Context: an optimization exercise on an open-source flow, tuned for small area. The choices shown serve that exercise and are no tape-out recipe.
Function was checked by simulation only, so behaviour that the tests miss may differ from the original.
Power is estimated from default activity; no workload was simulated.

==> design/flow/run.sh <==
#!/bin/bash
# synth_recipe.tcl (not shown) runs the flow's synth.tcl, then flattens the netlist and writes it again
# the make line also repeats each setting of config.mk as NAME=value (left out here)
make -C /OpenROAD-flow-scripts/flow DESIGN_CONFIG=/design/flow/config.mk WORK_HOME=/design/flow/orfs CLKGATE_MAP_FILE= SYNTH_SCRIPT=/design/flow/synth_recipe.tcl finish
==> design/flow/config.mk <==
export PLATFORM = sky130hd
export DESIGN_NAME = core_top
export DESIGN_NICKNAME = core_top
export VERILOG_FILES = /design/flow/design.v
export SDC_FILE = /design/flow/constraint.sdc
export NUM_CORES = 4
export LEC_CHECK = 0
export CAP_MARGIN = 20
export CORE_MARGIN = 2
export CORE_UTILIZATION = 30
export PLACE_DENSITY = 0.5
export SLEW_MARGIN = 20
==> design/flow/constraint.sdc <==
create_clock -name core_clock -period 8.0 [get_ports {clk}]
set_input_delay 1.6000 -clock core_clock [delete_from_list [all_inputs] [get_ports {clk}]]
set_output_delay 1.6000 -clock core_clock [all_outputs]
set_load 0.01 [all_outputs]
==> design/flow/design.v <==
package rv_isa_pkg;
    localparam logic [6:0] OPC_OPIMM  = 7'b0010011;
    localparam logic [6:0] OPC_AUIPC  = 7'b0010111;
    localparam logic [6:0] OPC_LUI    = 7'b0110111;
    localparam logic [6:0] OPC_SYSTEM = 7'b1110011;
    localparam logic [2:0] F3_ADDI = 3'b000;
    localparam logic [2:0] F3_PRIV = 3'b000;
    localparam logic [11:0] IMM_EBREAK = 12'h001;
    typedef enum logic [1:0] {
        CMD_NOP  = 2'd0,   
        CMD_ADD  = 2'd1,   
        CMD_PASS = 2'd2,   
        CMD_HALT = 2'd3    
    } cmd_e;
    typedef struct packed {
        logic [11:0]             imm12;
        logic [5-1:0] rs1;
        logic [2:0]              funct3;
        logic [5-1:0] rd;
        logic [6:0]              opcode;
    } i_fmt_t;
    typedef struct packed {
        logic [19:0]             imm20;
        logic [5-1:0] rd;
        logic [6:0]              opcode;
    } u_fmt_t;
    typedef union packed {
        i_fmt_t i_fmt;
        u_fmt_t u_fmt;
    } inst_u;
endpackage
package core_apb_pkg;
    localparam logic [8-1:0] ADDR_INST     = 8'h00;   
    localparam logic [8-1:0] ADDR_PC       = 8'h04;   
    localparam logic [8-1:0] ADDR_STATUS   = 8'h08;   
    localparam logic [8-1:0] ADDR_REG_BASE = 8'h80;
    localparam int unsigned STAT_HALTED  = 0;   
    localparam int unsigned STAT_ILLEGAL = 1;   
endpackage
import rv_isa_pkg::*;
module core_idu (
    input  rv_isa_pkg::inst_u                   inst,
    output logic [5-1:0] rs1_addr,
    output logic [5-1:0] rd,
    output logic [32-1:0]   imm,
    output logic                    use_pc,
    output rv_isa_pkg::cmd_e                    cmd
);
    localparam logic [1:0] IMM_N = 2'd0;
    localparam logic [1:0] IMM_I = 2'd1;
    localparam logic [1:0] IMM_U = 2'd2;
    logic [6:0] opcode;
    logic [2:0] funct3;
    logic       reg1_ren;
    logic       wreg_ren;
    logic [1:0] imm_sel;
    assign opcode = inst.i_fmt.opcode;
    assign funct3 = inst.i_fmt.funct3;
    assign rs1_addr = reg1_ren ? inst.i_fmt.rs1 : '0;
    assign rd       = wreg_ren ? inst.u_fmt.rd  : '0;
    always_comb begin
        case (imm_sel)
            IMM_I:   imm = {{(32-12){inst.i_fmt.imm12[11]}}, inst.i_fmt.imm12};
            IMM_U:   imm = {inst.u_fmt.imm20, {(32-20){1'b0}}};
            default: imm = '0;
        endcase
    end
    always_comb begin
        imm_sel  = IMM_N;
        cmd      = CMD_NOP;
        use_pc   = 1'b0;
        reg1_ren = 1'b0;
        wreg_ren = 1'b0;
        casez ({funct3, opcode})
            {F3_ADDI, OPC_OPIMM}: begin
                imm_sel  = IMM_I;
                cmd      = CMD_ADD;
                reg1_ren = 1'b1;
                wreg_ren = 1'b1;
            end
            {3'b???, OPC_AUIPC}: begin
                imm_sel  = IMM_U;
                cmd      = CMD_ADD;
                use_pc   = 1'b1;   
                wreg_ren = 1'b1;
            end
            {3'b???, OPC_LUI}: begin
                imm_sel  = IMM_U;
                cmd      = CMD_PASS;
                wreg_ren = 1'b1;
            end
            {F3_PRIV, OPC_SYSTEM}: begin
                if (inst.i_fmt.imm12 == IMM_EBREAK) begin
                    cmd = CMD_HALT;
                end
            end
            default: begin
                cmd = CMD_NOP;   
            end
        endcase
    end
endmodule
module core_regfile (
    input  logic                    clk,
    input  logic                    arst_n,
    input  logic [5-1:0] rs1_addr,
    input  logic [5-1:0] host_raddr,
    input  logic                    wen,
    input  logic [5-1:0] waddr,
    input  logic [32-1:0]   wdata,
    output logic [32-1:0]   rs1_data,
    output logic [32-1:0]   host_rdata
);
    localparam int unsigned NREGS = 1 << 5;
    logic [32-1:0] regs [1:NREGS-1];
    always_ff @(posedge clk or negedge arst_n) begin
        if (!arst_n) begin
            for (int i = 1; i < NREGS; i++) begin
                regs[i] <= '0;
            end
        end else if (wen && (waddr != '0)) begin
            regs[waddr] <= wdata;
        end
    end
    always_comb begin
        if (rs1_addr == '0) begin
            rs1_data = '0;
        end else begin
            rs1_data = regs[rs1_addr];
        end
    end
    always_comb begin
        if (host_raddr == '0) begin
            host_rdata = '0;
        end else begin
            host_rdata = regs[host_raddr];
        end
    end
endmodule
import rv_isa_pkg::*;
module core_exu (
    input  logic                    clk,
    input  logic                    arst_n,
    input  logic                    exec_valid,
    input  logic [32-1:0]   rs1_data,
    input  logic [5-1:0] rd,
    input  logic [32-1:0]   imm,
    input  logic                    use_pc,
    input  rv_isa_pkg::cmd_e                    cmd,
    output logic                    wen,
    output logic [5-1:0] waddr,
    output logic [32-1:0]   wdata,
    output logic [32-1:0]   pc,
    output logic                    halted,
    output logic                    illegal
);
    localparam logic [32-1:0] PC_STEP = 4;
    logic [32-1:0] src1;
    logic [32-1:0] result;
    assign src1 = use_pc ? pc : rs1_data;   
    always_comb begin
        case (cmd)
            CMD_ADD:  result = src1 + imm;
            CMD_PASS: result = imm;
            default:  result = '0;
        endcase
    end
    assign wen   = exec_valid && ((cmd == CMD_ADD) || (cmd == CMD_PASS));
    assign waddr = rd;
    assign wdata = result;
    always_ff @(posedge clk or negedge arst_n) begin
        if (!arst_n) begin
            pc      <= 32'h8000_0000;
            halted  <= 1'b0;
            illegal <= 1'b0;
        end else if (exec_valid && !halted) begin
            if (cmd == CMD_HALT) begin
                halted <= 1'b1;
            end else begin
                pc <= pc + PC_STEP;
            end
            if (cmd == CMD_NOP) begin
                illegal <= 1'b1;   
            end
        end
    end
endmodule
import rv_isa_pkg::*;
import core_apb_pkg::*;
module core_host_port (
    input  logic                    clk,
    input  logic                    arst_n,
    input  logic                    psel,
    input  logic                    penable,
    input  logic                    pwrite,
    input  logic [8-1:0] paddr,
    input  logic [32-1:0]   pwdata,
    output logic [32-1:0]   prdata,
    output logic                    pready,
    output logic                    pslverr,
    output rv_isa_pkg::inst_u                   inst,
    output logic                    exec_valid,
    output logic [5-1:0] host_raddr,
    input  logic [32-1:0]   host_rdata,
    input  logic [32-1:0]   pc,
    input  logic                    halted,
    input  logic                    illegal
);
    logic                  access;
    logic                  is_reg;
    logic                  rd_mapped;
    logic                  wr_ok;
    logic                  inst_we;
    logic [32-1:0] status;
    assign access = psel && penable;
    assign is_reg     = (paddr >= ADDR_REG_BASE) && (paddr[1:0] == 2'b00);
    assign host_raddr = paddr[5+1:2];
    assign rd_mapped = (paddr == ADDR_INST) || (paddr == ADDR_PC) ||
                       (paddr == ADDR_STATUS) || is_reg;
    assign wr_ok   = (paddr == ADDR_INST) && !halted;
    assign inst_we = access && pwrite && wr_ok;
    assign pready  = 1'b1;   
    assign pslverr = access && (pwrite ? !wr_ok : !rd_mapped);
    always_comb begin
        status               = '0;
        status[STAT_HALTED]  = halted;
        status[STAT_ILLEGAL] = illegal;
    end
    always_comb begin
        prdata = '0;
        if (is_reg) begin
            prdata = host_rdata;
        end else begin
            case (paddr)
                ADDR_INST:   prdata = inst;
                ADDR_PC:     prdata = pc;
                ADDR_STATUS: prdata = status;
                default:     prdata = '0;
            endcase
        end
    end
    always_ff @(posedge clk or negedge arst_n) begin
        if (!arst_n) begin
            inst       <= '0;   
            exec_valid <= 1'b0;
        end else begin
            exec_valid <= inst_we;   
            if (inst_we) begin
                inst <= pwdata;
            end
        end
    end
endmodule
import rv_isa_pkg::*;
module core_top (
    input  logic                    clk,
    input  logic                    arst_n,
    input  logic                    psel,
    input  logic                    penable,
    input  logic                    pwrite,
    input  logic [8-1:0] paddr,
    input  logic [32-1:0]   pwdata,
    output logic [32-1:0]   prdata,
    output logic                    pready,
    output logic                    pslverr
);
    rv_isa_pkg::inst_u                   inst;
    logic                    exec_valid;
    logic [5-1:0] host_raddr;
    logic [32-1:0]   host_rdata;
    logic [32-1:0]   pc;
    logic                    halted;
    logic                    illegal;
    logic [5-1:0] rs1_addr;
    logic [32-1:0]   rs1_data;
    logic [5-1:0] rd;
    logic [32-1:0]   imm;
    logic                    use_pc;
    rv_isa_pkg::cmd_e                    cmd;
    logic                    wen;
    logic [5-1:0] waddr;
    logic [32-1:0]   wdata;
    core_host_port u_host_port (
        .clk        (clk),
        .arst_n     (arst_n),
        .psel       (psel),
        .penable    (penable),
        .pwrite     (pwrite),
        .paddr      (paddr),
        .pwdata     (pwdata),
        .prdata     (prdata),
        .pready     (pready),
        .pslverr    (pslverr),
        .inst       (inst),
        .exec_valid (exec_valid),
        .host_raddr (host_raddr),
        .host_rdata (host_rdata),
        .pc         (pc),
        .halted     (halted),
        .illegal    (illegal)
    );
    core_idu u_idu (
        .inst     (inst),
        .rs1_addr (rs1_addr),
        .rd       (rd),
        .imm      (imm),
        .use_pc   (use_pc),
        .cmd      (cmd)
    );
    core_regfile u_regfile (
        .clk        (clk),
        .arst_n     (arst_n),
        .rs1_addr   (rs1_addr),
        .host_raddr (host_raddr),
        .wen        (wen),
        .waddr      (waddr),
        .wdata      (wdata),
        .rs1_data   (rs1_data),
        .host_rdata (host_rdata)
    );
    core_exu u_exu (
        .clk        (clk),
        .arst_n     (arst_n),
        .exec_valid (exec_valid),
        .rs1_data   (rs1_data),
        .rd         (rd),
        .imm        (imm),
        .use_pc     (use_pc),
        .cmd        (cmd),
        .wen        (wen),
        .waddr      (waddr),
        .wdata      (wdata),
        .pc         (pc),
        .halted     (halted),
        .illegal    (illegal)
    );
endmodule
==> results.txt <==
## state kept, by name, indices dropped and copies added (netlist names)
name                    count
u_host_port.exec_valid      1
u_exu.pc                   30
u_exu.illegal               1
u_exu.halted                1
u_host_port.inst           32
u_regfile.regs            992
## kinds of logic (layout without fill, tap and decap cells)
group / Yosys count / after routing / share of synthesized area, %
compound gates: 2208 / 2208 / 28.2
buf+inv: 505 / 748 / 3.68
fa+ha+maj: 42 / 42 / 1.02
simple gates: 1719 / 1719 / 14.1
xor+xnor: 52 / 52 / 0.872
mux: 70 / 70 / 1.52
flops: 1057 / 1057 / 50.6
other cells: 1 / 5 / 0.00718
## final cells by class
cell class,instances,area [sq um],area share [%]
Antenna cell,4,10.0,0.0159
Inverter,17,63.8,0.102
Multi-Input combinational cell,4092,24600,39.2
Timing Repair Buffer,513,4780,7.61
Tap cell,2325,2910,4.63
Sequential cell,1057,26500,42.1
Clock buffer,168,3400,5.41
Clock inverter,50,606,0.963
## routing by layer
metal	up-vias	global-route usage (%)	wire length, um
li1	21300	-	-
met1	26600	45.4	126000
met2	4028	51.3	134000
met3	1149	10.7	37500
met4	10	20.8	23100
met5	-	0	68
## per-stage QoR
stage	instances	hold WS (ns)
final	8226	0.500
after global routing	8223	0.523
after CTS	8221	0.502
after detailed placement	8003	0.488
after global placement	8002	0.481
after floorplan	5654	0.441
## cells in the final DEF, fill, tap and decap left out, types with 44 or more instances in the layout
| master | count |
|---|---|
| buf_12 | 58 |
| nand4_1 | 122 |
| a22o_1 | 277 |
| clkbuf_16 | 119 |
| a22oi_1 | 291 |
| o21ai_0 | 828 |
| clkdlybuf4s50_1 | 76 |
| nand3_1 | 92 |
| a21oi_1 | 278 |
| buf_4 | 377 |
| nor2_1 | 314 |
| a222oi_1 | 62 |
| mux2_2 | 60 |
| nor3_1 | 44 |
| dfrtp_1 | 1056 |
| nand2_1 | 900 |
| a221oi_1 | 272 |
## worst min-delay path by stage
stage	startpoint	end	slack (ns)	cells past startpoint
after floorplan	u_exu.illegal$_DFFE_PN0P_	u_exu.illegal$_DFFE_PN0P_	0.44	1
after global placement	u_regfile.regs[1][15]$_DFFE_PN0P_	u_regfile.regs[1][15]$_DFFE_PN0P_	0.48	2
after detailed placement	u_regfile.regs[1][18]$_DFFE_PN0P_	u_regfile.regs[1][18]$_DFFE_PN0P_	0.49	2
after CTS	u_regfile.regs[1][18]$_DFFE_PN0P_	u_regfile.regs[1][18]$_DFFE_PN0P_	0.50	2
after global routing	u_regfile.regs[1][27]$_DFFE_PN0P_	u_regfile.regs[1][27]$_DFFE_PN0P_	0.52	2
final	u_regfile.regs[1][18]$_DFFE_PN0P_	u_regfile.regs[1][18]$_DFFE_PN0P_	0.50	2
## worst max-delay path, stage by stage
cell             delay [ns]
clkdlybuf4s50_1        0.76
nand2b_1               0.68
nor2_4                 0.31
buf_12                 0.27
a22o_1                 0.24
a221oi_1               0.26
nand3_1                0.12
nor4_1                 0.97
buf_4                  0.26
o21ai_0                0.18
clkdlybuf4s50_1        0.54
## power groups by stage
stage                     sequential [mW]  combinational (mW)  clock, mW
final                                5.35               0.324       5.75
after global routing                 5.35               0.338       6.02
after CTS                            5.35               0.317       5.81
after detailed placement             5.45               0.316          0
after global placement               5.45               0.317          0
after floorplan                      5.45              0.0516          0
==> reports/summary.md <==
* dpl ws: 0.417 ns
* most used standard cell by instance count after synthesis: dfrtp_1
* FILL cells: 17600
* standard-cell rows: 153
* Synth Cell Area: 52200 sq um
* antenna violations before repair: 13
* most frequent cells after synthesis: dfrtp_1 (1056), nand2_1 (925), o21ai_0 (828)
* category of the worst setup path capture point: output port
* Die Footprint: 178000 sq um
* r2r worst-path depth: 24
* EDFF count, synth: 0
* Critical Path Source: paddr[2]
* post-detailed-route DRC marker count: 0
* leak pwr: 26.4 nW
* async set-reset flop share out of synthesis: 100%
* number of global-route vias before repair: 49900
* Most used DFF post-synth: dfrtp_1
* buffers added on ports: 77
* WP data required: 6.40 ns
* overall power after layout: 11.4 mW
* Core ar.: 173000 sq um
* setup slack of the critical path after layout: 0.163 ns
* internal power of the cells: 8.64 mW
* count of pins over their slew limit: 0
* fin nets: 5887
* part of the Yosys area used for sequential elements: 50.6%
* worst reg2reg path startpoint: u_host_port.inst[3]$_DFFE_PN0P_
* CP Data Arrival Time: 6.24 ns
* Period minus WS final: 7.84 ns
* largest net degree at the start of global routing: 167
* average size of a mapped cell: 9.24 sq um
* Ports: 79
* H-tree lvl count: 3
* outcome: timing/DRC/antenna clean
* total of hold buffers inserted after clock tree synthesis: 0
* RSZ-0062 raised after global routing: false
* power per cell area: 182 nW/um^2
* core utilization of the finished layout: 36.2%
* Final Hold Vio Count: 0
* total congestion overflow: 0
* Final Setup Violations: 0
* clock tree from TritonCTS: yes
* initial core utilization: 30.1%
* total clock sinks: 1057
* post-route clock skew: 0.0380 ns
* top fanout value on the critical path: 14
* Root Buffer Master: clkbuf_16
* total clock buffers created by CTS: 119
* register bit total from synthesis: 1057
* number of warnings reported in the yosys synthesis log: 5
* P_sw: 2.78 mW
* number of buffers on the longest clock path: 3
* fraction of layout instances using a drive strength above 1: 14.5%
* Final period util: 98.0%
* maximum clock rate: 128 MHz
* post_cts resized: 0
* routability congestion estimate: 0.980
* routed wire length: 320000 um
* cell area after placement: 58800 sq um
* buffers inserted by post-CTS timing repair: 0
* Critical Path Sink: prdata[15]
* Die Span Y: 421 um
* via density per instance: 6.46
* Wirelength per Cell: 38.9 um
* number of distinct library cells after synthesis: 79
* net switching fraction of the power: 24.4%
* residual antenna-violating net count after detailed routing: 0
* part of the power in combinational logic: 2.8%
* cells taking the most area after synthesis: dfrtp_1 (51%), o21ai_0 (7.9%), nand2_1 (6.6%)
* relative slew slack: 13.9%
* worst-skew pair later-pin latency: 0.81 ns
* clock transition at the registers of the reported paths: 0.06 ns
* setup slack on the worst flop-to-flop path: 0.45 ns
* maximum VDD drop: 0.000157 V
* detailed router's first-iteration violation count: 9735
* area grow syn2layout: 20.3%
* part of the power in registers: 46.8%
* global-route total usage across every layer: 35.1%
* proportion of netlist area held by the largest area contributor: 50.6%
* max_cap viols: 0
* Post-Route Setup TNS: 0 ns
* type of the worst min-delay path: flop to flop
* Synth Net Count: 5741
* kind of critical path: input pin to output port
* R2R Path End: u_regfile.regs[4][27]$_DFFE_PN0P_
* total via count after detailed routing: 53100
* synthesized instance count: 5654
* Final Instance Area: 62900 sq um
* Horiz. Die Dim: 421 um
* DP Wirelength: 209000 um
* clock group share of total power: 50.3%
* Initial DRT Pass Iterations: 10
* cell accounting for the most synthesized area: dfrtp_1
* global-route wire length before repair: 435000 um
* Startpoint Class: input pin
* worst slew pin tran: 1.29 ns

afterwards: timing with drivers on the ports:
The results above use ideal ports. As a check the final layout listed here was re-extracted and re-timed, cells and wires unchanged. Step 1 sets driving cells, clkbuf_16 on the clock port and buf_2 on the other inputs (assumed; they add their load-dependent delay and slew). Step 2 times the ports against the registers' clock, not the clock port: input delays grow and output delays shrink by t, the midpoint of the rising clock arrivals with the driver on. Slacks: ideal / step 1 / step 2; pairs: ideal / step 1.
shift t [ns]: 0.879
setup WS [ns]: 0.163 / 0.129 / 0.129
worst register clock-pin slew, ns: 0.07 / 0.07
After both steps this run still meets setup and hold. The setup slack of this run moves by -0.034 ns with the drivers and by -0.034 ns with both steps.
